What follows belongs to an exercise in optimizing a design on an open flow for small area, a short achievable clock period and few clock cycles per item; a production flow would make more cautious choices. Only simulation tests tie the RTL to the original design; equivalence was not proved.

[design/flow/config.mk]
export PLATFORM = sky130hd
export DESIGN_NAME = des_core
export DESIGN_NICKNAME = des_core
export VERILOG_FILES = /design/flow/design.v
export SDC_FILE = /design/flow/constraint.sdc
export NUM_CORES = 4
export LEC_CHECK = 0
export CAP_MARGIN = 20
export CORE_MARGIN = 2
export CORE_UTILIZATION = 45
export PLACE_DENSITY = 0.6
export SLEW_MARGIN = 20
[design/flow/constraint.sdc]
create_clock -name core_clock -period 8.0 [get_ports {clk}]
set_input_delay 1.6000 -clock core_clock [delete_from_list [all_inputs] [get_ports {clk}]]
set_output_delay 1.6000 -clock core_clock [all_outputs]
set_load 0.01 [all_outputs]
[design/flow/design.v]
package des_types_pkg;
	typedef logic [64-1:0]  block_t;
	typedef logic [32-1:0]   half_t;
	typedef logic [28-1:0]     cd_t;
	typedef logic [48-1:0] subkey_t;
	typedef logic [4-1:0]  round_t;
	typedef union packed {
		logic [5:0] raw;
		struct packed {
			logic       row_hi;
			logic [3:0] column;
			logic       row_lo;
		} fields;
	} sbox_in_u;
endpackage
package des_tables_pkg;
	localparam logic [64*8-1:0] IP_TAB = {
		8'd6, 8'd14, 8'd22, 8'd30, 8'd38, 8'd46, 8'd54, 8'd62, 8'd4, 8'd12, 8'd20, 8'd28, 8'd36, 8'd44, 8'd52, 8'd60,
		8'd2, 8'd10, 8'd18, 8'd26, 8'd34, 8'd42, 8'd50, 8'd58, 8'd0, 8'd8, 8'd16, 8'd24, 8'd32, 8'd40, 8'd48, 8'd56,
		8'd7, 8'd15, 8'd23, 8'd31, 8'd39, 8'd47, 8'd55, 8'd63, 8'd5, 8'd13, 8'd21, 8'd29, 8'd37, 8'd45, 8'd53, 8'd61,
		8'd3, 8'd11, 8'd19, 8'd27, 8'd35, 8'd43, 8'd51, 8'd59, 8'd1, 8'd9, 8'd17, 8'd25, 8'd33, 8'd41, 8'd49, 8'd57
	};
	function automatic integer ip_tab(input integer i);
		ip_tab = {24'd0, IP_TAB[8*(64-1-i) +: 8]};
	endfunction
	localparam logic [64*8-1:0] FP_TAB = {
		8'd24, 8'd56, 8'd16, 8'd48, 8'd8, 8'd40, 8'd0, 8'd32, 8'd25, 8'd57, 8'd17, 8'd49, 8'd9, 8'd41, 8'd1, 8'd33,
		8'd26, 8'd58, 8'd18, 8'd50, 8'd10, 8'd42, 8'd2, 8'd34, 8'd27, 8'd59, 8'd19, 8'd51, 8'd11, 8'd43, 8'd3, 8'd35,
		8'd28, 8'd60, 8'd20, 8'd52, 8'd12, 8'd44, 8'd4, 8'd36, 8'd29, 8'd61, 8'd21, 8'd53, 8'd13, 8'd45, 8'd5, 8'd37,
		8'd30, 8'd62, 8'd22, 8'd54, 8'd14, 8'd46, 8'd6, 8'd38, 8'd31, 8'd63, 8'd23, 8'd55, 8'd15, 8'd47, 8'd7, 8'd39
	};
	function automatic integer fp_tab(input integer i);
		fp_tab = {24'd0, FP_TAB[8*(64-1-i) +: 8]};
	endfunction
	localparam logic [48*8-1:0] E_TAB = {
		8'd0, 8'd31, 8'd30, 8'd29, 8'd28, 8'd27, 8'd28, 8'd27, 8'd26, 8'd25, 8'd24, 8'd23, 8'd24, 8'd23, 8'd22, 8'd21,
		8'd20, 8'd19, 8'd20, 8'd19, 8'd18, 8'd17, 8'd16, 8'd15, 8'd16, 8'd15, 8'd14, 8'd13, 8'd12, 8'd11, 8'd12, 8'd11,
		8'd10, 8'd9, 8'd8, 8'd7, 8'd8, 8'd7, 8'd6, 8'd5, 8'd4, 8'd3, 8'd4, 8'd3, 8'd2, 8'd1, 8'd0, 8'd31
	};
	function automatic integer e_tab(input integer i);
		e_tab = {24'd0, E_TAB[8*(48-1-i) +: 8]};
	endfunction
	localparam logic [32*8-1:0] P_TAB = {
		8'd16, 8'd25, 8'd12, 8'd11, 8'd3, 8'd20, 8'd4, 8'd15, 8'd31, 8'd17, 8'd9, 8'd6, 8'd27, 8'd14, 8'd1, 8'd22,
		8'd30, 8'd24, 8'd8, 8'd18, 8'd0, 8'd5, 8'd29, 8'd23, 8'd13, 8'd19, 8'd2, 8'd26, 8'd10, 8'd21, 8'd28, 8'd7
	};
	function automatic integer p_tab(input integer i);
		p_tab = {24'd0, P_TAB[8*(32-1-i) +: 8]};
	endfunction
	localparam logic [56*8-1:0] PC1_TAB = {
		8'd7, 8'd15, 8'd23, 8'd31, 8'd39, 8'd47, 8'd55, 8'd63, 8'd6, 8'd14, 8'd22, 8'd30, 8'd38, 8'd46, 8'd54, 8'd62,
		8'd5, 8'd13, 8'd21, 8'd29, 8'd37, 8'd45, 8'd53, 8'd61, 8'd4, 8'd12, 8'd20, 8'd28, 8'd1, 8'd9, 8'd17, 8'd25,
		8'd33, 8'd41, 8'd49, 8'd57, 8'd2, 8'd10, 8'd18, 8'd26, 8'd34, 8'd42, 8'd50, 8'd58, 8'd3, 8'd11, 8'd19, 8'd27,
		8'd35, 8'd43, 8'd51, 8'd59, 8'd36, 8'd44, 8'd52, 8'd60
	};
	function automatic integer pc1_tab(input integer i);
		pc1_tab = {24'd0, PC1_TAB[8*(56-1-i) +: 8]};
	endfunction
	localparam logic [48*8-1:0] PC2_TAB = {
		8'd42, 8'd39, 8'd45, 8'd32, 8'd55, 8'd51, 8'd53, 8'd28, 8'd41, 8'd50, 8'd35, 8'd46, 8'd33, 8'd37, 8'd44, 8'd52,
		8'd30, 8'd48, 8'd40, 8'd49, 8'd29, 8'd36, 8'd43, 8'd54, 8'd15, 8'd4, 8'd25, 8'd19, 8'd9, 8'd1, 8'd26, 8'd16,
		8'd5, 8'd11, 8'd23, 8'd8, 8'd12, 8'd7, 8'd17, 8'd0, 8'd22, 8'd3, 8'd10, 8'd14, 8'd6, 8'd20, 8'd27, 8'd24
	};
	function automatic integer pc2_tab(input integer i);
		pc2_tab = {24'd0, PC2_TAB[8*(48-1-i) +: 8]};
	endfunction
	localparam logic [15:0] SHIFT_TWO = 16'b0111111011111100;
	function automatic logic shift_two(input logic [3:0] i);
		shift_two = SHIFT_TWO[i];
	endfunction
	localparam logic [512*4-1:0] SBOX_TAB = {
		4'd11, 4'd6, 4'd5, 4'd3, 4'd0, 4'd9, 4'd12, 4'd15, 4'd13, 4'd8, 4'd10, 4'd4, 4'd7, 4'd14, 4'd1, 4'd2,
		4'd8, 4'd5, 4'd3, 4'd15, 4'd13, 4'd10, 4'd6, 4'd0, 4'd2, 4'd14, 4'd12, 4'd9, 4'd1, 4'd4, 4'd11, 4'd7,
		4'd2, 4'd9, 4'd14, 4'd0, 4'd11, 4'd6, 4'd5, 4'd12, 4'd4, 4'd7, 4'd3, 4'd10, 4'd8, 4'd13, 4'd15, 4'd1,
		4'd7, 4'd12, 4'd0, 4'd5, 4'd14, 4'd3, 4'd9, 4'd10, 4'd1, 4'd11, 4'd15, 4'd6, 4'd4, 4'd8, 4'd2, 4'd13,
		4'd12, 4'd3, 4'd2, 4'd14, 4'd15, 4'd0, 4'd5, 4'd9, 4'd7, 4'd10, 4'd4, 4'd1, 4'd8, 4'd13, 4'd11, 4'd6,
		4'd2, 4'd9, 4'd5, 4'd0, 4'd8, 4'd6, 4'd15, 4'd10, 4'd14, 4'd7, 4'd3, 4'd12, 4'd13, 4'd11, 4'd4, 4'd1,
		4'd6, 4'd8, 4'd15, 4'd2, 4'd12, 4'd5, 4'd3, 4'd14, 4'd10, 4'd1, 4'd9, 4'd4, 4'd7, 4'd11, 4'd0, 4'd13,
		4'd1, 4'd6, 4'd10, 4'd5, 4'd7, 4'd9, 4'd12, 4'd3, 4'd13, 4'd8, 4'd0, 4'd15, 4'd14, 4'd2, 4'd11, 4'd4,
		4'd13, 4'd8, 4'd0, 4'd6, 4'd7, 4'd1, 4'd14, 4'd11, 4'd10, 4'd15, 4'd5, 4'd9, 4'd12, 4'd2, 4'd3, 4'd4,
		4'd6, 4'd11, 4'd13, 4'd1, 4'd10, 4'd4, 4'd0, 4'd7, 4'd3, 4'd12, 4'd8, 4'd2, 4'd5, 4'd15, 4'd14, 4'd9,
		4'd8, 4'd3, 4'd11, 4'd0, 4'd14, 4'd13, 4'd1, 4'd6, 4'd5, 4'd9, 4'd12, 4'd7, 4'd2, 4'd4, 4'd15, 4'd10,
		4'd11, 4'd5, 4'd7, 4'd14, 4'd4, 4'd3, 4'd13, 4'd0, 4'd8, 4'd6, 4'd2, 4'd9, 4'd15, 4'd10, 4'd1, 4'd12,
		4'd3, 4'd5, 4'd4, 4'd10, 4'd9, 4'd0, 4'd15, 4'd6, 4'd13, 4'd2, 4'd14, 4'd1, 4'd7, 4'd12, 4'd8, 4'd11,
		4'd14, 4'd0, 4'd3, 4'd6, 4'd5, 4'd12, 4'd9, 4'd15, 4'd8, 4'd7, 4'd13, 4'd10, 4'd11, 4'd1, 4'd2, 4'd4,
		4'd6, 4'd8, 4'd9, 4'd3, 4'd10, 4'd15, 4'd0, 4'd5, 4'd1, 4'd13, 4'd7, 4'd4, 4'd12, 4'd2, 4'd11, 4'd14,
		4'd9, 4'd14, 4'd0, 4'd13, 4'd15, 4'd3, 4'd5, 4'd8, 4'd6, 4'd11, 4'd10, 4'd7, 4'd1, 4'd4, 4'd12, 4'd2,
		4'd14, 4'd2, 4'd7, 4'd12, 4'd11, 4'd5, 4'd4, 4'd9, 4'd8, 4'd13, 4'd1, 4'd10, 4'd6, 4'd0, 4'd15, 4'd3,
		4'd4, 4'd8, 4'd2, 4'd5, 4'd14, 4'd3, 4'd1, 4'd15, 4'd13, 4'd7, 4'd11, 4'd12, 4'd0, 4'd9, 4'd6, 4'd10,
		4'd9, 4'd14, 4'd10, 4'd1, 4'd12, 4'd2, 4'd7, 4'd4, 4'd3, 4'd0, 4'd15, 4'd6, 4'd5, 4'd11, 4'd8, 4'd13,
		4'd15, 4'd4, 4'd12, 4'd11, 4'd5, 4'd8, 4'd2, 4'd1, 4'd10, 4'd9, 4'd6, 4'd0, 4'd3, 4'd14, 4'd13, 4'd7,
		4'd12, 4'd2, 4'd5, 4'd11, 4'd3, 4'd14, 4'd15, 4'd4, 4'd7, 4'd8, 4'd9, 4'd6, 4'd0, 4'd13, 4'd10, 4'd1,
		4'd7, 4'd14, 4'd10, 4'd5, 4'd12, 4'd2, 4'd1, 4'd11, 4'd0, 4'd3, 4'd15, 4'd8, 4'd9, 4'd4, 4'd6, 4'd13,
		4'd1, 4'd15, 4'd11, 4'd12, 4'd14, 4'd5, 4'd8, 4'd2, 4'd10, 4'd6, 4'd4, 4'd3, 4'd9, 4'd0, 4'd7, 4'd13,
		4'd8, 4'd2, 4'd4, 4'd11, 4'd7, 4'd12, 4'd13, 4'd1, 4'd5, 4'd15, 4'd3, 4'd6, 4'd14, 4'd9, 4'd0, 4'd10,
		4'd9, 4'd14, 4'd5, 4'd0, 4'd12, 4'd7, 4'd6, 4'd11, 4'd2, 4'd4, 4'd15, 4'd3, 4'd1, 4'd10, 4'd8, 4'd13,
		4'd15, 4'd2, 4'd3, 4'd9, 4'd6, 4'd12, 4'd8, 4'd5, 4'd1, 4'd13, 4'd4, 4'd10, 4'd11, 4'd7, 4'd14, 4'd0,
		4'd5, 4'd11, 4'd9, 4'd6, 4'd10, 4'd1, 4'd0, 4'd12, 4'd14, 4'd8, 4'd2, 4'd15, 4'd7, 4'd4, 4'd13, 4'd3,
		4'd10, 4'd5, 4'd0, 4'd12, 4'd13, 4'd2, 4'd7, 4'd9, 4'd4, 4'd3, 4'd11, 4'd6, 4'd14, 4'd8, 4'd1, 4'd15,
		4'd13, 4'd6, 4'd0, 4'd10, 4'd14, 4'd3, 4'd11, 4'd5, 4'd7, 4'd1, 4'd9, 4'd4, 4'd2, 4'd8, 4'd12, 4'd15,
		4'd0, 4'd5, 4'd10, 4'd3, 4'd7, 4'd9, 4'd12, 4'd15, 4'd11, 4'd2, 4'd6, 4'd13, 4'd8, 4'd14, 4'd1, 4'd4,
		4'd8, 4'd3, 4'd5, 4'd9, 4'd11, 4'd12, 4'd6, 4'd10, 4'd1, 4'd13, 4'd2, 4'd14, 4'd4, 4'd7, 4'd15, 4'd0,
		4'd7, 4'd0, 4'd9, 4'd5, 4'd12, 4'd6, 4'd10, 4'd3, 4'd8, 4'd11, 4'd15, 4'd2, 4'd1, 4'd13, 4'd4, 4'd14
	};
	function automatic logic [3:0] sbox_tab(input logic [2:0] box, input logic [1:0] row, input logic [3:0] column);
		sbox_tab = 4'(SBOX_TAB >> {box, row, column, 2'b00});
	endfunction
endpackage
`timescale 1ns/1ps
module des_core (
	input  logic                   clk,
	input  logic                   rst_n,
	input  logic                   encipher_en,
	input  logic                   decipher_en,
	input  des_types_pkg::block_t  data,
	input  logic [64-1:0]  key,
	output des_types_pkg::block_t  result,
	output logic                   ready,
	output logic                   done
);
	localparam int CW = 28;
	logic       busy;
	logic       decrypt;
	logic [3:0] cnt;
	logic       start;
	logic       last;
	logic       two;
	assign ready = ~busy;
	assign start = ~busy & (encipher_en | decipher_en);
	assign last  = (cnt == 4'd15);
	assign two = ~((cnt == 4'd0) | (cnt == 4'd7) | (cnt == 4'd14));
	always_ff @(posedge clk or negedge rst_n) begin
		if (!rst_n) begin
			busy    <= 1'b0;
			done    <= 1'b0;
			cnt     <= '0;
			decrypt <= 1'b0;
		end else begin
			done <= busy & last;
			if (start) begin
				busy    <= 1'b1;
				cnt     <= '0;
				decrypt <= ~encipher_en;
			end else begin
				cnt <= cnt + 1'b1;
				if (last)
					busy <= 1'b0;
			end
		end
	end
	logic [2*CW-1:0] cd0;
	logic [CW-1:0]   c_q, d_q;
	logic [CW-1:0]   c_n, d_n;
	logic [CW-1:0]   c_u, d_u;
	logic [2*CW-1:0] cd_used;
	des_types_pkg::subkey_t subkey;
	always_comb begin
		for (int i = 0; i < 2*CW; i++)
			cd0[2*CW-1-i] = key[des_tables_pkg::pc1_tab(i)];
	end
	always_comb begin
		case ({decrypt, two})
			2'b00: begin c_n = {c_q[CW-2:0], c_q[CW-1]};    d_n = {d_q[CW-2:0], d_q[CW-1]};    end
			2'b01: begin c_n = {c_q[CW-3:0], c_q[CW-1:CW-2]}; d_n = {d_q[CW-3:0], d_q[CW-1:CW-2]}; end
			2'b10: begin c_n = {c_q[0], c_q[CW-1:1]};       d_n = {d_q[0], d_q[CW-1:1]};       end
			default: begin c_n = {c_q[1:0], c_q[CW-1:2]};   d_n = {d_q[1:0], d_q[CW-1:2]};     end
		endcase
		if (decrypt) begin
			c_u = c_q;
			d_u = d_q;
		end else begin
			c_u = {c_q[CW-2:0], c_q[CW-1]};
			d_u = {d_q[CW-2:0], d_q[CW-1]};
		end
		cd_used = {c_u, d_u};
		for (int i = 0; i < 48; i++)
			subkey[48-1-i] = cd_used[des_tables_pkg::pc2_tab(i)];
	end
	always_ff @(posedge clk) begin
		if (start) begin
			c_q <= cd0[2*CW-1:CW];
			d_q <= cd0[CW-1:0];
		end else begin
			c_q <= c_n;
			d_q <= d_n;
		end
	end
	des_types_pkg::block_t    ip_out;
	des_types_pkg::half_t     l_q, r_q;
	des_types_pkg::subkey_t   mixed;
	des_types_pkg::half_t     s_out;
	des_types_pkg::half_t     f_val;
	logic [5:0]               six;
	always_comb begin
		for (int i = 0; i < 64; i++)
			ip_out[64-1-i] = data[des_tables_pkg::ip_tab(i)];
	end
	always_comb begin
		for (int i = 0; i < 48; i++)
			mixed[48-1-i] = r_q[des_tables_pkg::e_tab(i)] ^ subkey[48-1-i];
		for (int b = 0; b < 8; b++) begin
			six = mixed[48-1-6*b -: 6];
			s_out[32-1-4*b -: 4] = des_tables_pkg::sbox_tab(3'(b),
				{six[5], six[0]}, six[4:1]);
		end
		for (int i = 0; i < 32; i++)
			f_val[32-1-i] = s_out[des_tables_pkg::p_tab(i)];
	end
	always_ff @(posedge clk) begin
		if (start) begin
			l_q <= ip_out[64-1:32];
			r_q <= ip_out[32-1:0];
		end else begin
			l_q <= r_q;
			r_q <= l_q ^ f_val;
		end
	end
	des_types_pkg::block_t pre_out;
	assign pre_out = {r_q, l_q};
	always_comb begin
		for (int i = 0; i < 64; i++)
			result[64-1-i] = pre_out[des_tables_pkg::fp_tab(i)];
	end
endmodule
[design/flow/run.sh]
#!/bin/bash
# synth_recipe.tcl (not shown) runs the flow's synth.tcl, then flattens the netlist and writes it again
# the make line also repeats each setting of config.mk as NAME=value (left out here)
make -C /OpenROAD-flow-scripts/flow DESIGN_CONFIG=/design/flow/config.mk WORK_HOME=/design/flow/orfs CLKGATE_MAP_FILE= SYNTH_SCRIPT=/design/flow/synth_recipe.tcl finish
==> flow_summary.json, run 1 <==
{
  "antenna_found_initial": 0,
  "skew_ns": 0.0142,
  "hpwl_um": 28900,
  "fmaxAchievable_ghz": 0.229,
  "gp_congestion": 0.908,
  "fin_nets": 1837,
  "core-area_um2": 27800,
  "grt_util_met2_pct": 42.1,
  "die_w_um": 172,
  "num_rows": 61,
  "synth_area_leader_cell": "dfxtp_1",
  "vias": 11749,
  "min_period_ns": 4.37,
  "clk_latency_ns": 0.43,
  "postCtsSetupBuffers": 0,
  "yosys_warnings": 1,
  "cp_num_buf_inv": 2,
  "worstMarginPinSlew_ns": 1.03,
  "fin_setup_tns_ns": 0,
  "track_usage_pct": 26.4,
  "globalRouteMet3Util_pct": 4.58,
  "end_kind": "register",
  "cts_buffers": 17,
  "cp_max_fo": 41,
  "yosys-top-cells-area": "dfxtp_1, mux4_2, nor2_1, ha_1, mux2i_1",
  "die_h_um": 172,
  "initial_core_util_pct": 45.7,
  "synth_cell_type_count": 90,
  "synth_seq_cells": 127,
  "synthCells": 1513,
  "slew_headroom_pct": 30.5,
  "critical_path_arrival_ns": 4.72,
  "cts_buffer_depth": 2,
  "grt_pass1_wl_um": 60800,
  "syn-cell-area_um2": 12700,
  "fill_cells": 2695,
  "rsz0062_at_grt": "no",
  "setup_viol": 0,
  "hold_slack_ns": 0.496,
  "drc_errors": 0,
  "antenna_left": 0,
  "firstDrtPassIters": 5,
  "syn_area_per_cell_um2": 8.40,
  "slew_violations": 0,
  "regArea_um2": 2580,
  "post-route-period-util_pct": 54.6,
  "ctsResizeCount": 0,
  "wl_per_cell_um": 19.3,
  "crit_family": "buffers and inverters",
  "grt_max_degree": 74,
  "drv_cap": 0,
  "start_kind": "register",
  "critical-path-max-stage-delay_ns": 0.76,
  "synth_ff_type": "dfxtp_1",
  "critical_path_class": "reg -> reg",
  "grt_pass1_vias": 10971,
  "yosysTopAreaCellShare_pct": 18.9,
  "cts-root-buf": "clkbuf_16",
  "cts_tree": "yes",
  "seq_area_frac_synth_pct": 20.3,
  "multi_input_area_um2": 9560,
  "grt-busiest-layer": "met2",
  "status": "complete, no violations",
  "ios": 198,
  "cp_cell_sequence": "buf_4, mux2i_1, xnor2_2, inv_1, ha_1, or2_2, nor2_1, o21ai_0, a311o_1, a21o_1, a31oi_1",
  "die_area_um2": 29600,
  "cts_hold_buffers": 0,
  "postSynth.asyncResetShare_pct": 5.51,
  "grt-ovfl-total": 0,
  "drt_iter0_drc": 872,
  "hp-class": "reg -> reg",
  "required_ns": 8.35,
  "syn_nets": 1710,
  "hold_viol": 0,
  "setup_ws_ns": 3.63,
  "drt-total-wl_um": 39200,
  "synthToLayoutAreaGrowth_pct": 20.7,
  "use_met1_pct": 35.5,
  "drive_gt1_share_pct": 12.3,
  "slowest_stage": "dfrtp_4",
  "synth_edf_count": 0,
  "ctsHtreeMaxLevel": 4,
  "preCtsSetupSlack_ns": 3.65,
  "via_per_inst": 5.78,
  "antennaDiodeCount": 0,
  "clock_sinks": 127,
  "portBuffers": 189,
  "clk_pin_slew_ns": 0.07
}
[final cells by class]
cell class / count / share of cell area (%)
multi-input combinational: 1252 / 62.3
sequential: 127 / 16.8
timing repair buffer: 207 / 13.2
tap: 378 / 3.08
clock buffer: 19 / 2.96
inverter: 35 / 0.856
clock inverter: 13 / 0.742
[final timing paths]
kind / start / end / slack, ns / depth (start not counted)
min: cnt[0] / cnt[0] / 0.50 / 1
max reg2reg: decrypt / r_q[5] / 3.63 / 11
min reg2reg: cnt[0] / cnt[0] / 0.50 / 1
max in group asynchronous: rst_n / decrypt / 6.29 / 1
max: decrypt / r_q[5] / 3.63 / 11
min in group asynchronous: rst_n / cnt[0] / 1.43 / 1
[state kept, by name, indices dropped and copies added (netlist names)]
register  count
l_q          32
r_q          32
c_q          28
d_q          28
cnt           4
busy          1
decrypt       1
done          1
[cells in the mapped netlist, types with 25 or more instances]
library cell and n:
ha_1 65, nand2_1 191, nor3_1 46, mux2i_1 81
o21ai_0 43, mux4_2 58, clkbuf_1 54, inv_1 30
xnor2_1 45, buf_2 26, a211oi_1 25, dfxtp_1 120
a21oi_1 39, nand3_1 39, nor2_1 272
[kinds of logic after synthesis]
kind of cell,synth area share (%)
buf+inv,4.79
xor+xnor,10.1
flops,20.3
mux,21.3
fa+ha+maj,6.48
compound gates,16.2
simple gates,20.9
[per-layer routing]
layer  vias to the layer above  wire length, um
met4                         0             1490
met3                        70             2290
met1                      5604            17500
met2                       372            17900
li1                       5703                -
met5                         -                0
[per-stage QoR]
stage / area, um^2 / std cells / util, %
2_1_floorplan: 12700 / 1513 / -
3_3_place_gp: 14800 / 1999 / 53.1
3_5_place_dp: 14800 / 1999 / 53.1
4_1_cts: 15300 / 2031 / 55.2
5_1_grt: 15300 / 2031 / 55.2
6_report: 15300 / 2031 / 55.2
[layout by cell type (no fill, tap or decap), types with 39 or more instances in the layout]
cell / instances
a21oi_1: 39
dfxtp_1: 120
o21ai_0: 42
nor2_1: 271
clkdlybuf4s50_1: 189
nand3_1: 39
nor3_1: 46
nand2_1: 191
mux4_2: 58
ha_1: 65
xnor2_1: 44
mux2i_1: 81
Testbench counts, summed over its fixed seeds: cycles 27,208, items 1,600.
==> run 2, diff against run 1 <==
--- a/design/flow/design.v
+++ b/design/flow/design.v
@@ -131,16 +131,14 @@
 	assign two = ~((cnt == 4'd0) | (cnt == 4'd7) | (cnt == 4'd14));
 	always_ff @(posedge clk or negedge rst_n) begin
 		if (!rst_n) begin
-			busy    <= 1'b0;
-			done    <= 1'b0;
-			cnt     <= '0;
-			decrypt <= 1'b0;
+			busy <= 1'b0;
+			done <= 1'b0;
+			cnt  <= '0;
 		end else begin
 			done <= busy & last;
 			if (start) begin
-				busy    <= 1'b1;
-				cnt     <= '0;
-				decrypt <= ~encipher_en;
+				busy <= 1'b1;
+				cnt  <= '0;
 			end else begin
 				cnt <= cnt + 1'b1;
 				if (last)
@@ -148,11 +146,14 @@
 			end
 		end
 	end
+	always_ff @(posedge clk) begin
+		if (!busy)
+			decrypt <= ~encipher_en;
+	end
 	logic [2*CW-1:0] cd0;
 	logic [CW-1:0]   c_q, d_q;
 	logic [CW-1:0]   c_n, d_n;
-	logic [CW-1:0]   c_u, d_u;
-	logic [2*CW-1:0] cd_used;
+	logic [2*CW-1:0] cd_q;
 	des_types_pkg::subkey_t subkey;
 	always_comb begin
 		for (int i = 0; i < 2*CW; i++)
@@ -165,21 +166,19 @@
 			2'b10: begin c_n = {c_q[0], c_q[CW-1:1]};       d_n = {d_q[0], d_q[CW-1:1]};       end
 			default: begin c_n = {c_q[1:0], c_q[CW-1:2]};   d_n = {d_q[1:0], d_q[CW-1:2]};     end
 		endcase
-		if (decrypt) begin
-			c_u = c_q;
-			d_u = d_q;
-		end else begin
-			c_u = {c_q[CW-2:0], c_q[CW-1]};
-			d_u = {d_q[CW-2:0], d_q[CW-1]};
-		end
-		cd_used = {c_u, d_u};
+		cd_q = {c_q, d_q};
 		for (int i = 0; i < 48; i++)
-			subkey[48-1-i] = cd_used[des_tables_pkg::pc2_tab(i)];
+			subkey[48-1-i] = cd_q[des_tables_pkg::pc2_tab(i)];
 	end
 	always_ff @(posedge clk) begin
-		if (start) begin
-			c_q <= cd0[2*CW-1:CW];
-			d_q <= cd0[CW-1:0];
+		if (!busy) begin
+			if (encipher_en) begin
+				c_q <= {cd0[2*CW-2:CW], cd0[2*CW-1]};
+				d_q <= {cd0[CW-2:0], cd0[CW-1]};
+			end else begin
+				c_q <= cd0[2*CW-1:CW];
+				d_q <= cd0[CW-1:0];
+			end
 		end else begin
 			c_q <= c_n;
 			d_q <= d_n;
@@ -207,7 +206,7 @@
 			f_val[32-1-i] = s_out[des_tables_pkg::p_tab(i)];
 	end
 	always_ff @(posedge clk) begin
-		if (start) begin
+		if (!busy) begin
 			l_q <= ip_out[64-1:32];
 			r_q <= ip_out[32-1:0];
 		end else begin
--- a/design/flow/config.mk
+++ b/design/flow/config.mk
@@ -5,8 +5,10 @@
 export SDC_FILE = /design/flow/constraint.sdc
 export NUM_CORES = 4
 export LEC_CHECK = 0
+export ABC_AREA = 1
 export CAP_MARGIN = 20
 export CORE_MARGIN = 2
 export CORE_UTILIZATION = 45
 export PLACE_DENSITY = 0.6
+export SETUP_SLACK_MARGIN = 5
 export SLEW_MARGIN = 20
==> flow_summary.json, run 2 <==
{
  "clk_latency_ns": 0.44,
  "cp_max_fo": 3,
  "min_period_ns": 2.97,
  "fin_area_um2": 14700,
  "drt_iter0_drc": 1688,
  "hpwl_um": 34200,
  "cp_cell_sequence": "clkdlybuf4s50_1",
  "fin_setup_tns_ns": 0,
  "critical_path_arrival_ns": 1.37,
  "grt_pass1_wl_um": 72900,
  "wl_per_cell_um": 18.2,
  "firstDrtPassIters": 6,
  "worstMarginPinSlew_ns": 1.04,
  "synthMostInstantiatedCell": "nand2_1",
  "rsz0062_at_grt": "no",
  "slew_headroom_pct": 29.8,
  "synth_edf_count": 1,
  "die_area_um2": 27800,
  "placed_area_um2": 13900,
  "placed_cells": 2537,
  "grt_pass1_vias": 13001,
  "cts-root-buf": "clkbuf_16",
  "num_rows": 59,
  "regArea_um2": 2650,
  "yosysTopAreaCellShare_pct": 27.0,
  "synthCells": 2093,
  "hp-class": "reg -> reg",
  "cts_hold_buffers": 0,
  "final_core_util_pct": 56.5,
  "synth_area_leader_cell": "nand2_1",
  "syn-cell-area_um2": 11900,
  "syn_area_per_cell_um2": 5.70,
  "grt-ovfl-total": 0,
  "cts_buffer_depth": 2,
  "drt-total-wl_um": 47000,
  "synth_seq_cells": 127,
  "vias": 14614,
  "synth_common_cells": "nand2_1, nand3_1, inv_1",
  "postSynth.asyncResetShare_pct": 4.72,
  "drive_gt1_share_pct": 6.28,
  "portBuffers": 189,
  "antenna_left": 0,
  "clock_sinks": 127,
  "preCtsSetupSlack_ns": 4.30,
  "synth_cell_type_count": 36,
  "setup_ws_ns": 5.03,
  "antennaDiodeCount": 0,
  "drc_errors": 0,
  "end_kind": "output port",
  "start_kind": "register",
  "die_h_um": 167,
  "cts_buffers": 17,
  "drv_cap": 0,
  "seq_area_frac_synth_pct": 21.6,
  "via_per_inst": 5.67,
  "clk_pin_slew_ns": 0.06,
  "grt_max_degree": 85,
  "yosys-top-cells-area": "nand2_1, dfxtp_1, nand3_1, ha_1, inv_1",
  "antenna_found_initial": 1,
  "fin_nets": 2427,
  "synth_ff_type": "dfxtp_1",
  "slew_violations": 0,
  "top_regs": "l_q x32, r_q x32",
  "final_common_cell": "nand2_1",
  "ios": 198,
  "hold_viol": 0,
  "cp_num_buf_inv": 1,
  "core-area_um2": 26100,
  "skew_ns": 0.0110,
  "ctsHtreeMaxLevel": 4,
  "multi_input_area_um2": 8140,
  "critical-path-max-stage-delay_ns": 0.55,
  "slowest_stage": "clkdlybuf4s50_1",
  "crit_family": "buffers and inverters",
  "syn_nets": 2289,
  "yosys_warnings": 1,
  "gp_congestion": 0.913,
  "initial_core_util_pct": 45.8,
  "critical_path_class": "reg -> out",
  "synthToLayoutAreaGrowth_pct": 23.4,
  "cts_tree": "yes",
  "status": "complete, no violations",
  "mostFrequentLayoutCells": "nand2_1, nand3_1, inv_1, clkdlybuf4s50_1, dfxtp_1",
  "track_usage_pct": 32.9,
  "post-route-period-util_pct": 37.2,
  "fmaxAchievable_ghz": 0.336,
  "die_w_um": 167,
  "required_ns": 6.40,
  "setup_viol": 0,
  "fill_cells": 2691,
  "final_cells": 2579
}
[run 2: cell count changes in the layout (fill, tap and decap cells not counted), sizes merged, moves of 60 or more]
cell and delta:
nand2 +684, o21ai +60, nor2 -225, nand3 +353
inv +173, mux2i -98
[run 2: final timing paths]
check                      startpoint  slack [ns]  depth (start not counted)          to
max                           l_q[18]        5.03                          1  result[45]
min                            cnt[0]        0.48                          1      cnt[0]
max reg2reg                    cnt[1]        5.39                         11     c_q[18]
min reg2reg                    cnt[0]        0.48                          1      cnt[0]
max in group asynchronous       rst_n        6.33                          1        busy
min in group asynchronous       rst_n        1.41                          1      cnt[2]
[run 2: logic make-up after synthesis]
family                     synth area share, %
xor gates and xnor gates                  2.10
buffers and inverters                     10.2
muxes                                    0.336
AOI/OAI and AO/OA                         12.4
adders and majority gates                 6.71
and+or+nand+nor                           46.7
DFF                                       21.6
[run 2: what timing repair did]
action,in CTS,in global routing
setup endpoints to repair,64,26
buffers inserted,4,3
gates resized for setup,65,25
gates cloned,3,0
[run 2: layout make-up]
class | instances | share of cell area [%]
Timing Repair Buffer | 203 | 13.9
Inverter | 210 | 5.49
Clock inverter | 13 | 1.18
Multi-Input combinational cell | 1669 | 55.3
Sequential cell | 127 | 18.0
Tap cell | 335 | 2.85
Timing Repair inverter | 3 | 0.170
Clock buffer | 19 | 3.15
[run 2: per-layer routing]
layer	track usage (%)	up-vias	part of all wire, %
met2	51.6	773	44
met3	4.99	115	8.0
met5	0	-	0
li1	-	7087	-
met1	45.2	6639	43
met4	13.2	0	4.4
[run 2: stage by stage]
step,hold slack [ns]
floorplan,0.449
global placement,0.475
detailed placement,0.473
CTS,0.481
global route,0.516
finish,0.478
Testbench counts of run 2, summed over its fixed seeds: cycles 27,208, items 1,600.
==> run 3, diff against run 2 <==
--- a/design/flow/config.mk
+++ b/design/flow/config.mk
@@ -10,5 +10,4 @@
 export CORE_MARGIN = 2
 export CORE_UTILIZATION = 45
 export PLACE_DENSITY = 0.6
-export SETUP_SLACK_MARGIN = 5
 export SLEW_MARGIN = 20
==> flow_summary.json, run 3 <==
{
  "status": "complete, no violations",
  "clk_latency_ns": 0.44,
  "mostFrequentLayoutCells": "nand2_1, nand3_1, clkdlybuf4s50_1, inv_1, dfxtp_1",
  "hold_slack_ns": 0.481,
  "gp_congestion": 0.913,
  "synth_seq_cells": 127,
  "cp_max_fo": 74,
  "fin_area_um2": 14500,
  "required_ns": 6.40,
  "fin_nets": 2417,
  "end_kind": "output port",
  "portBuffers": 189,
  "worstMarginPinSlew_ns": 1.12,
  "top_regs": "l_q x32, r_q x32",
  "cp_cell_sequence": "inv_4, clkdlybuf4s50_1",
  "critical-path-max-stage-delay_ns": 0.68,
  "post-route-period-util_pct": 50.2,
  "ctsResizeCount": 0,
  "hold_viol": 0,
  "final_core_util_pct": 55.7,
  "synth_edf_count": 1,
  "syn_area_per_cell_um2": 5.70,
  "synthCells": 2093,
  "syn_nets": 2289,
  "seq_area_frac_synth_pct": 21.6,
  "drive_gt1_share_pct": 4.52,
  "rsz0062_at_grt": "no",
  "antenna_found_initial": 1,
  "drt_iter0_drc": 1580,
  "crit_family": "buffers and inverters",
  "firstDrtPassIters": 6,
  "grt-ovfl-total": 0,
  "via_per_inst": 5.65,
  "track_usage_pct": 32.0,
  "drt-total-wl_um": 45800,
  "postCtsSetupBuffers": 0,
  "start_kind": "register",
  "cts_hold_buffers": 0,
  "syn-cell-area_um2": 11900,
  "hp-class": "reg -> reg",
  "critical_path_class": "reg -> out",
  "min_period_ns": 4.02,
  "clock_sinks": 127,
  "yosys_warnings": 1,
  "synth_common_cells": "nand2_1, nand3_1, inv_1",
  "vias": 14511,
  "skew_ns": 0.0115,
  "fill_cells": 2710,
  "wl_per_cell_um": 17.8,
  "final_common_cell": "nand2_1",
  "hpwl_um": 34200,
  "cp_num_buf_inv": 2,
  "antenna_left": 0,
  "slew_headroom_pct": 25.1,
  "cts_buffer_depth": 2,
  "fmaxAchievable_ghz": 0.249,
  "synthToLayoutAreaGrowth_pct": 21.7,
  "cts-root-buf": "clkbuf_16",
  "slew_violations": 0,
  "cts_tree": "yes",
  "cts_buffers": 17,
  "ios": 198,
  "antennaDiodeCount": 0,
  "synth_area_leader_cell": "nand2_1",
  "clk_pin_slew_ns": 0.06,
  "synth_ff_type": "dfxtp_1",
  "synth_cell_type_count": 36,
  "synthMostInstantiatedCell": "nand2_1",
  "num_rows": 59,
  "setup_viol": 0,
  "yosys-top-cells-area": "nand2_1, dfxtp_1, nand3_1, ha_1, inv_1",
  "drv_cap": 0,
  "postSynth.asyncResetShare_pct": 4.72,
  "die_w_um": 167,
  "slowest_stage": "clkdlybuf4s50_1",
  "placed_area_um2": 13900,
  "grt_max_degree": 84,
  "drc_errors": 0,
  "core-area_um2": 26100,
  "fin_setup_tns_ns": 0,
  "grt_pass1_wl_um": 71200,
  "die_h_um": 167,
  "ctsHtreeMaxLevel": 4,
  "critical_path_arrival_ns": 2.42,
  "die_area_um2": 27800,
  "initial_core_util_pct": 45.8,
  "yosysTopAreaCellShare_pct": 27.0,
  "grt_pass1_vias": 12809
}
==> run 3: cell counts after synthesis <==
No cell type changed its count.
==> run 3: per-stage QoR <==
stage / instances / setup WS [ns]
2_1_floorplan: 2093 / 5.16
3_3_place_gp: 2537 / 4.29
3_5_place_dp: 2537 / 4.30
4_1_cts: 2569 / 3.93
5_1_grt: 2569 / 3.90
6_report: 2569 / 3.98
==> run 3: logic make-up after synthesis <==
group / count (synthesis) / synth area share [%]
AOI/OAI and AO/OA: 251 / 12.4
DFF: 127 / 21.6
buffers and inverters: 297 / 10.2
xor gates and xnor gates: 20 / 2.10
muxes: 4 / 0.336
adders and majority gates: 64 / 6.71
and+or+nand+nor: 1330 / 46.7
==> run 3: final timing paths <==
kind	start	endpoint	slack [ns]	depth (start not counted)
worst max-delay path	busy	ready	3.98	2
worst min-delay path	cnt[0]	cnt[0]	0.48	1
worst max register to register	busy	c_q[10]	5.28	5
worst min register to register	cnt[0]	cnt[0]	0.48	1
max in group asynchronous	rst_n	busy	6.33	1
min in group asynchronous	rst_n	done	1.42	1
==> run 3: layout make-up <==
cell class	count	area, um^2	share of cell area, %
clock buffers	19	464	3.20
clock inverters	13	174	1.20
inverters	210	791	5.45
multi-input cells	1669	8140	56.1
flip-flops and latches	127	2590	17.8
well taps	335	419	2.89
repair buffers	196	1940	13.4
==> run 3: metal layers <==
layer	track usage (%)	up-vias	part of all wire, %
li1	-	7072	-
met1	44.3	6645	44
met2	50.2	698	45
met3	4.78	96	7.7
met4	12.2	0	3.7
met5	0	-	0
==> run 4, diff against run 3 <==
--- a/design/flow/design.v
+++ b/design/flow/design.v
@@ -159,30 +159,31 @@
 		for (int i = 0; i < 2*CW; i++)
 			cd0[2*CW-1-i] = key[des_tables_pkg::pc1_tab(i)];
 	end
-	always_comb begin
-		case ({decrypt, two})
-			2'b00: begin c_n = {c_q[CW-2:0], c_q[CW-1]};    d_n = {d_q[CW-2:0], d_q[CW-1]};    end
-			2'b01: begin c_n = {c_q[CW-3:0], c_q[CW-1:CW-2]}; d_n = {d_q[CW-3:0], d_q[CW-1:CW-2]}; end
-			2'b10: begin c_n = {c_q[0], c_q[CW-1:1]};       d_n = {d_q[0], d_q[CW-1:1]};       end
-			default: begin c_n = {c_q[1:0], c_q[CW-1:2]};   d_n = {d_q[1:0], d_q[CW-1:2]};     end
+	logic [CW-1:0] c_s, d_s;
+	logic          sel_right, sel_two;
+	assign sel_right = busy & decrypt;
+	assign sel_two   = busy ? two : encipher_en;
+	always_comb begin
+		if (busy) begin
+			c_s = c_q;
+			d_s = d_q;
+		end else begin
+			c_s = {cd0[CW], cd0[2*CW-1:CW+1]};
+			d_s = {cd0[0], cd0[CW-1:1]};
+		end
+		case ({sel_right, sel_two})
+			2'b00: begin c_n = {c_s[CW-2:0], c_s[CW-1]};      d_n = {d_s[CW-2:0], d_s[CW-1]};      end
+			2'b01: begin c_n = {c_s[CW-3:0], c_s[CW-1:CW-2]}; d_n = {d_s[CW-3:0], d_s[CW-1:CW-2]}; end
+			2'b10: begin c_n = {c_s[0], c_s[CW-1:1]};         d_n = {d_s[0], d_s[CW-1:1]};         end
+			default: begin c_n = {c_s[1:0], c_s[CW-1:2]};     d_n = {d_s[1:0], d_s[CW-1:2]};       end
 		endcase
 		cd_q = {c_q, d_q};
 		for (int i = 0; i < 48; i++)
 			subkey[48-1-i] = cd_q[des_tables_pkg::pc2_tab(i)];
 	end
 	always_ff @(posedge clk) begin
-		if (!busy) begin
-			if (encipher_en) begin
-				c_q <= {cd0[2*CW-2:CW], cd0[2*CW-1]};
-				d_q <= {cd0[CW-2:0], cd0[CW-1]};
-			end else begin
-				c_q <= cd0[2*CW-1:CW];
-				d_q <= cd0[CW-1:0];
-			end
-		end else begin
-			c_q <= c_n;
-			d_q <= d_n;
-		end
+		c_q <= c_n;
+		d_q <= d_n;
 	end
 	des_types_pkg::block_t    ip_out;
 	des_types_pkg::half_t     l_q, r_q;
--- a/design/flow/config.mk
+++ b/design/flow/config.mk
@@ -10,4 +10,5 @@
 export CORE_MARGIN = 2
 export CORE_UTILIZATION = 45
 export PLACE_DENSITY = 0.6
+export SETUP_SLACK_MARGIN = 5
 export SLEW_MARGIN = 20
==> flow_summary.json, run 4 <==
{
  "status": "complete, no violations",
  "die_area_um2": 26600,
  "postSynth.asyncResetShare_pct": 4.72,
  "cp_cell_sequence": "clkdlybuf4s50_1",
  "antenna_left": 0,
  "wl_per_cell_um": 16.3,
  "drive_gt1_share_pct": 4.97,
  "syn_nets": 2247,
  "synth_seq_cells": 127,
  "rsz0062_at_grt": "no",
  "num_rows": 58,
  "preCtsSetupSlack_ns": 4.57,
  "globalRouteMet3Util_pct": 6.06,
  "fmaxAchievable_ghz": 0.335,
  "synthToLayoutAreaGrowth_pct": 24.9,
  "initial_core_util_pct": 45.5,
  "grt_pass1_wl_um": 64700,
  "worstMarginPinSlew_ns": 0.961,
  "crit_family": "buffers and inverters",
  "end_kind": "output port",
  "mostFrequentLayoutCells": "nand2_1, nand3_1, inv_1, clkdlybuf4s50_1, dfxtp_1",
  "grt_util_met2_pct": 47.8,
  "fin_setup_tns_ns": 0,
  "portBuffers": 189,
  "slew_violations": 0,
  "synthCells": 2051,
  "die_h_um": 163,
  "min_period_ns": 2.98,
  "post-route-period-util_pct": 37.3,
  "critical-path-max-stage-delay_ns": 0.56,
  "start_kind": "register",
  "critical_path_arrival_ns": 1.38,
  "synth_ff_type": "dfxtp_1",
  "hpwl_um": 30500,
  "skew_ns": 0.0114,
  "final_common_cell": "nand2_1",
  "antennaDiodeCount": 0,
  "drc_errors": 0,
  "yosys-top-cells-area": "nand2_1, dfxtp_1, nand3_1, ha_1, inv_1",
  "use_met1_pct": 42.9,
  "cts_tree": "yes",
  "setup_ws_ns": 5.02,
  "cts_hold_buffers": 0,
  "ctsHtreeMaxLevel": 4,
  "critical_path_class": "reg -> out",
  "grt_pass1_vias": 12325,
  "fill_cells": 2601,
  "cts-root-buf": "clkbuf_16",
  "seq_area_frac_synth_pct": 22.7,
  "track_usage_pct": 31.0,
  "slew_headroom_pct": 35.4,
  "cp_num_buf_inv": 1,
  "synth_common_cells": "nand2_1, nand3_1, inv_1",
  "synth_cell_type_count": 31,
  "hp-class": "reg -> reg",
  "cp_max_fo": 4,
  "syn-cell-area_um2": 11400,
  "synth_area_leader_cell": "nand2_1",
  "setup_viol": 0,
  "hold_viol": 0,
  "grt-busiest-layer": "met2",
  "clock_sinks": 127,
  "grt_max_degree": 101,
  "hold_slack_ns": 0.491,
  "antenna_found_initial": 0,
  "via_per_inst": 5.40,
  "vias": 13737,
  "slowest_stage": "clkdlybuf4s50_1",
  "fin_nets": 2398,
  "drt-total-wl_um": 41600,
  "ios": 198,
  "yosys_warnings": 1,
  "required_ns": 6.40,
  "synthMostInstantiatedCell": "nand2_1",
  "clk_latency_ns": 0.44,
  "clk_pin_slew_ns": 0.06,
  "gp_congestion": 0.909,
  "die_w_um": 163,
  "yosysTopAreaCellShare_pct": 36.3,
  "synth_edf_count": 1,
  "syn_area_per_cell_um2": 5.54,
  "top_regs": "l_q x32, r_q x32",
  "grt-ovfl-total": 0,
  "core-area_um2": 25000,
  "cts_buffer_depth": 2,
  "cts_buffers": 17,
  "drt_iter0_drc": 1347,
  "firstDrtPassIters": 6,
  "drv_cap": 0
}
run 4: cell count changes after synthesis, sizes merged, moves of 37 or more:
| cell | change |
|---|---|
| nand3 | -67 |
| nand4 | +57 |
| nand2 | +225 |
| a21oi | -52 |
| o21ai | -37 |
| o211ai | -42 |
run 4: logic make-up (layout without fill, tap and decap cells):
logic type	count (synthesis)	after routing	share of synthesized area [%]
flops	127	127	22.7
compound gates	77	77	3.41
xor+xnor	23	23	2.60
simple gates	1508	1510	54.9
buf+inv	252	414	9.35
fa+ha+maj	64	64	7.04
run 4: per-layer routing:
| metal | share of wire, % | vias up |
|---|---|---|
| met1 | 45 | 6211 |
| li1 | - | 6799 |
| met2 | 43 | 633 |
| met4 | 3.4 | 0 |
| met5 | 0 | - |
| met3 | 8.6 | 94 |
run 4: through the flow:
stage	instances	util, %	area [um^2]
floorplan	2051	-	11400
global placement	2502	53.5	13400
detailed placement	2504	53.7	13400
CTS	2542	56.5	14100
global route	2545	56.9	14200
finish	2545	56.9	14200
run 4: final cells by class:
class                           instances  area [um^2]  area share (%)
Tap cell                              330          413            2.91
Multi-Input combinational cell       1674         7770            54.8
Timing Repair Buffer                  200         2030            14.3
Clock inverter                         14          183            1.29
Clock buffer                           18          429            3.02
Timing Repair inverter                  2         17.5           0.123
Sequential cell                       127         2640            18.6
Inverter                              180          706            4.97
run 4: timing repair:
action / in CTS / in global routing
buffers inserted: 4 / 1
cloned: 2 / 2
setup endpoints to repair: 98 / 55
resized for setup: 65 / 24
pin swaps: 0 / 2
run 4: path summary, 6_finish.rpt:
kind,slack [ns],cells after the start,end,start
max reg2reg,5.20,9,d_q[20],busy
min in group asynchronous,1.39,1,cnt[2],rst_n
min reg2reg,0.49,1,cnt[0],cnt[0]
max in group asynchronous,6.39,1,busy,rst_n
max,5.02,1,result[42],r_q[10]
min,0.49,1,cnt[0],cnt[0]
Testbench counts of run 4, summed over its fixed seeds: cycles 27,208, items 1,600.
==> run 5, diff against run 4 <==
--- a/design/flow/design.v
+++ b/design/flow/design.v
@@ -125,7 +125,6 @@
 	logic       start;
 	logic       last;
 	logic       two;
-	assign ready = ~busy;
 	assign start = ~busy & (encipher_en | decipher_en);
 	assign last  = (cnt == 4'd15);
 	assign two = ~((cnt == 4'd0) | (cnt == 4'd7) | (cnt == 4'd14));
@@ -146,6 +145,14 @@
 			end
 		end
 	end
+	always_ff @(posedge clk or negedge rst_n) begin
+		if (!rst_n)
+			ready <= 1'b1;
+		else if (start)
+			ready <= 1'b0;
+		else if (last)
+			ready <= 1'b1;
+	end
 	always_ff @(posedge clk) begin
 		if (!busy)
 			decrypt <= ~encipher_en;
==> design/flow/flow/run.sh (new file) <==
#!/bin/bash
# Own layout flow: the standard ORFS flow (standard.sh) with
#  - a copy of the ORFS scripts whose area ABC script (flow/abc_area.script)
#    runs deeper logic optimisation before mapping,
#  - plain buf_1 cells as the port buffers,
#  - a larger setup margin for timing repair.
# make's output goes to standard.log; ORFS keeps each step's log under orfs/logs.
set -euo pipefail
W=$(pwd)
rm -rf "$W/scripts_mod"
cp -r "$FLOW_HOME/scripts" "$W/scripts_mod"
cp "$W/flow/abc_area.script" "$W/scripts_mod/abc_area.script"
bash "$W/standard.sh" "SCRIPTS_DIR=$W/scripts_mod" SETUP_SLACK_MARGIN=5.6 \
	"BUFFER_PORTS_ARGS=-buffer_cell sky130_fd_sc_hd__buf_1" finish > "$W/standard.log" 2>&1
==> design/flow/flow/abc_area.script (new file) <==
strash
&get -n
&deepsyn -T 60
&put
dch -f
map -a
topo
dnsize -c
==> design/flow/standard.sh (new file) <==
#!/bin/bash
# synth_recipe.tcl (not shown) runs the flow's synth.tcl, then flattens the netlist and writes it again
# the make line also repeats each setting of config.mk as NAME=value (left out here)
make -C /OpenROAD-flow-scripts/flow DESIGN_CONFIG=/design/flow/config.mk WORK_HOME=/design/flow/orfs CLKGATE_MAP_FILE= SYNTH_SCRIPT=/design/flow/synth_recipe.tcl "${@:-finish}"
removed: design/flow/run.sh
==> flow_summary.json, run 5 <==
{
  "status": "complete, no violations",
  "hold_viol": 0,
  "die_area_um2": 23500,
  "final_common_cell": "nand2_1",
  "antenna_left": 0,
  "synth_edf_count": 1,
  "post-route-period-util_pct": 33.4,
  "yosys_warnings": 1,
  "cp_cell_sequence": "buf_6",
  "ctsHtreeMaxLevel": 4,
  "grt_max_degree": 170,
  "synthCells": 1560,
  "skew_ns": 0.00838,
  "fin_nets": 2092,
  "final_cells": 2189,
  "critical_path_arrival_ns": 1.07,
  "cts_buffer_depth": 2,
  "seq_area_frac_synth_pct": 26.0,
  "clk_latency_ns": 0.43,
  "synth_seq_cells": 128,
  "hpwl_um": 24900,
  "critical-path-max-stage-delay_ns": 0.54,
  "core-area_um2": 21900,
  "min_period_ns": 2.67,
  "slew_violations": 0,
  "via_per_inst": 5.60,
  "antennaDiodeCount": 0,
  "met3WireLength_um": 2240,
  "cp_max_fo": 2,
  "die_w_um": 153,
  "slew_headroom_pct": 42.5,
  "wl_per_cell_um": 17.0,
  "gp_congestion": 0.962,
  "syn_area_per_cell_um2": 6.44,
  "setup_viol": 0,
  "cts_tree": "yes",
  "rsz0062_at_grt": "yes",
  "drc_errors": 0,
  "placed_area_um2": 11300,
  "syn_nets": 1756,
  "worstMarginPinSlew_ns": 0.857,
  "drt_iter0_drc": 1129,
  "cp_num_buf_inv": 1,
  "synth_common_cells": "nand2_1, clkinv_1, nor2_1",
  "grt_pass1_vias": 10785,
  "fmaxAchievable_ghz": 0.374,
  "preCtsSetupSlack_ns": 4.79,
  "slowest_stage": "dfstp_2",
  "portBuffers": 189,
  "postSynth.asyncResetShare_pct": 5.47,
  "end_kind": "output port",
  "synthToLayoutAreaGrowth_pct": 43.4,
  "fin_setup_tns_ns": 0,
  "grt_pass1_wl_um": 55100,
  "top_regs": "l_q x32, r_q x32",
  "synth_ff_type": "dfxtp_1",
  "fin_area_um2": 14400,
  "ios": 198,
  "required_ns": 6.40,
  "wl_met2_um": 17600,
  "clk_pin_slew_ns": 0.06,
  "synth_cell_type_count": 38,
  "grt-ovfl-total": 0,
  "yosys-top-cells-area": "dfxtp_1, nand2_1, clkinv_1, nor2_1, ha_1",
  "cts_buffers": 17,
  "drt-total-wl_um": 37300,
  "vias": 12263,
  "start_kind": "register",
  "mostFrequentLayoutCells": "nand2_1, clkinv_1, nor2_1, o21ai_0, a21oi_1",
  "setup_ws_ns": 5.33,
  "cts-root-buf": "clkbuf_16",
  "die_h_um": 153,
  "drv_cap": 0,
  "num_rows": 54,
  "placed_cells": 2036,
  "synthMostInstantiatedCell": "nand2_1",
  "yosysTopAreaCellShare_pct": 23.9,
  "antenna_found_initial": 0,
  "routedLengthMet1_um": 16000,
  "drive_gt1_share_pct": 25.8,
  "syn-cell-area_um2": 10000,
  "crit_family": "flip-flops",
  "cts_hold_buffers": 0,
  "maxUsedRoutingLayer": "met4",
  "hp-class": "reg -> reg",
  "initial_core_util_pct": 45.9,
  "critical_path_class": "reg -> out",
  "synth_area_leader_cell": "dfxtp_1",
  "firstDrtPassIters": 5,
  "track_usage_pct": 28.9,
  "clock_sinks": 128
}
run 5: cell count changes after synthesis, sizes merged, moves of 71 or more:
cell,previous run,this run
inv,178,0
clkinv,1,232
nand2,1100,291
nand3,325,36
o21ai,70,160
a21oi,6,151
nor2,20,214
o211ai,1,72
run 5: cells by family (layout without fill, tap and decap cells):
family	after synthesis	count (layout)	share of synthesized area, %
adder cells (fa/ha/maj)	64	64	7.98
XOR/XNOR	36	36	3.14
flip-flops	128	128	26.0
AO/OA/AOI/OAI	514	514	30.9
buffers and inverters	232	581	8.67
AND/OR/NAND/NOR	585	585	23.3
multiplexers	1	1	0.0997
run 5: repair_timing:
action | 4_1_cts | 5_1_grt
resized for setup | 313 | 173
pin swaps | 6 | 46
gates cloned | 0 | 5
setup buffers | 57 | 59
setup endpoints to repair | 154 | 138
run 5: routing by layer:
layer	vias to the layer above	global-route usage [%]
met5	-	0
met4	0	12.4
met3	84	5.05
met2	505	46.5
met1	5626	38.1
li1	6048	-
run 5: final timing paths:
path | from | cells past startpoint | slack (ns) | end
max | ready | 1 | 5.33 | ready
min | r_q[18] | 2 | 0.48 | l_q[18]
max reg2reg | r_q[20] | 14 | 5.55 | r_q[2]
min reg2reg | r_q[18] | 2 | 0.48 | l_q[18]
max in group asynchronous | rst_n | 1 | 6.64 | ready
min in group asynchronous | rst_n | 1 | 1.05 | busy
run 5: tightest hold or removal path, cell delays in order, from the launching register on:
cell,delay [ns]
dfxtp_2,0.34
clkinv_1,0.05
a21oi_1,0.05
run 5: stage by stage:
stage          util (%)  hold slack, ns
2_1_floorplan         -           0.462
3_3_place_gp       51.4           0.470
3_5_place_dp       51.4           0.463
4_1_cts            60.6           0.472
5_1_grt            65.8           0.501
6_report           65.8           0.479
run 5: cell type report:
class | count | area [um^2]
well taps | 280 | 350
repair inverters | 1 | 5.00
fillers | 1961 | 7500
clock buffers | 17 | 425
inverters | 232 | 1020
repair buffers | 316 | 2290
flip-flops and latches | 128 | 2740
clock inverters | 15 | 169
multi-input cells | 1200 | 7390
Testbench counts of run 5, summed over its fixed seeds: cycles 27,208, items 1,600.

==> what the ideal ports hide <==
Ports are ideal in the flow. The routed layouts listed here were re-timed in OpenROAD.
Step 1: set_driving_cell puts a clkbuf_16 on clk and a buf_2 on each other input, an assumption about the parent block.
Step 2, shift: input delay + t, output delay - t, t = (earliest + latest rising clock arrival at the registers) / 2. This alone moves slack from input paths to output paths.
Slacks: no drivers / after step 1 / after step 2; pairs: no drivers / after step 1.
run	shift t [ns]	setup WS [ns]	clock arrival spread, ns
run 1	0.479	3.633 / 3.633 / 3.633	0.014 / 0.015
run 2	0.485	5.027 / 4.976 / 4.747	0.012 / 0.012
run 3	0.482	3.982 / 3.932 / 4.192	0.013 / 0.013
run 4	0.484	5.019 / 4.967 / 4.648	0.011 / 0.011
run 5	0.474	5.329 / 5.284 / 5.170	0.009 / 0.009
After both steps every run listed still meets setup and hold. The setup slack of run 4, which loses most, moves by -0.052 ns with the drivers and by -0.371 ns with both steps.
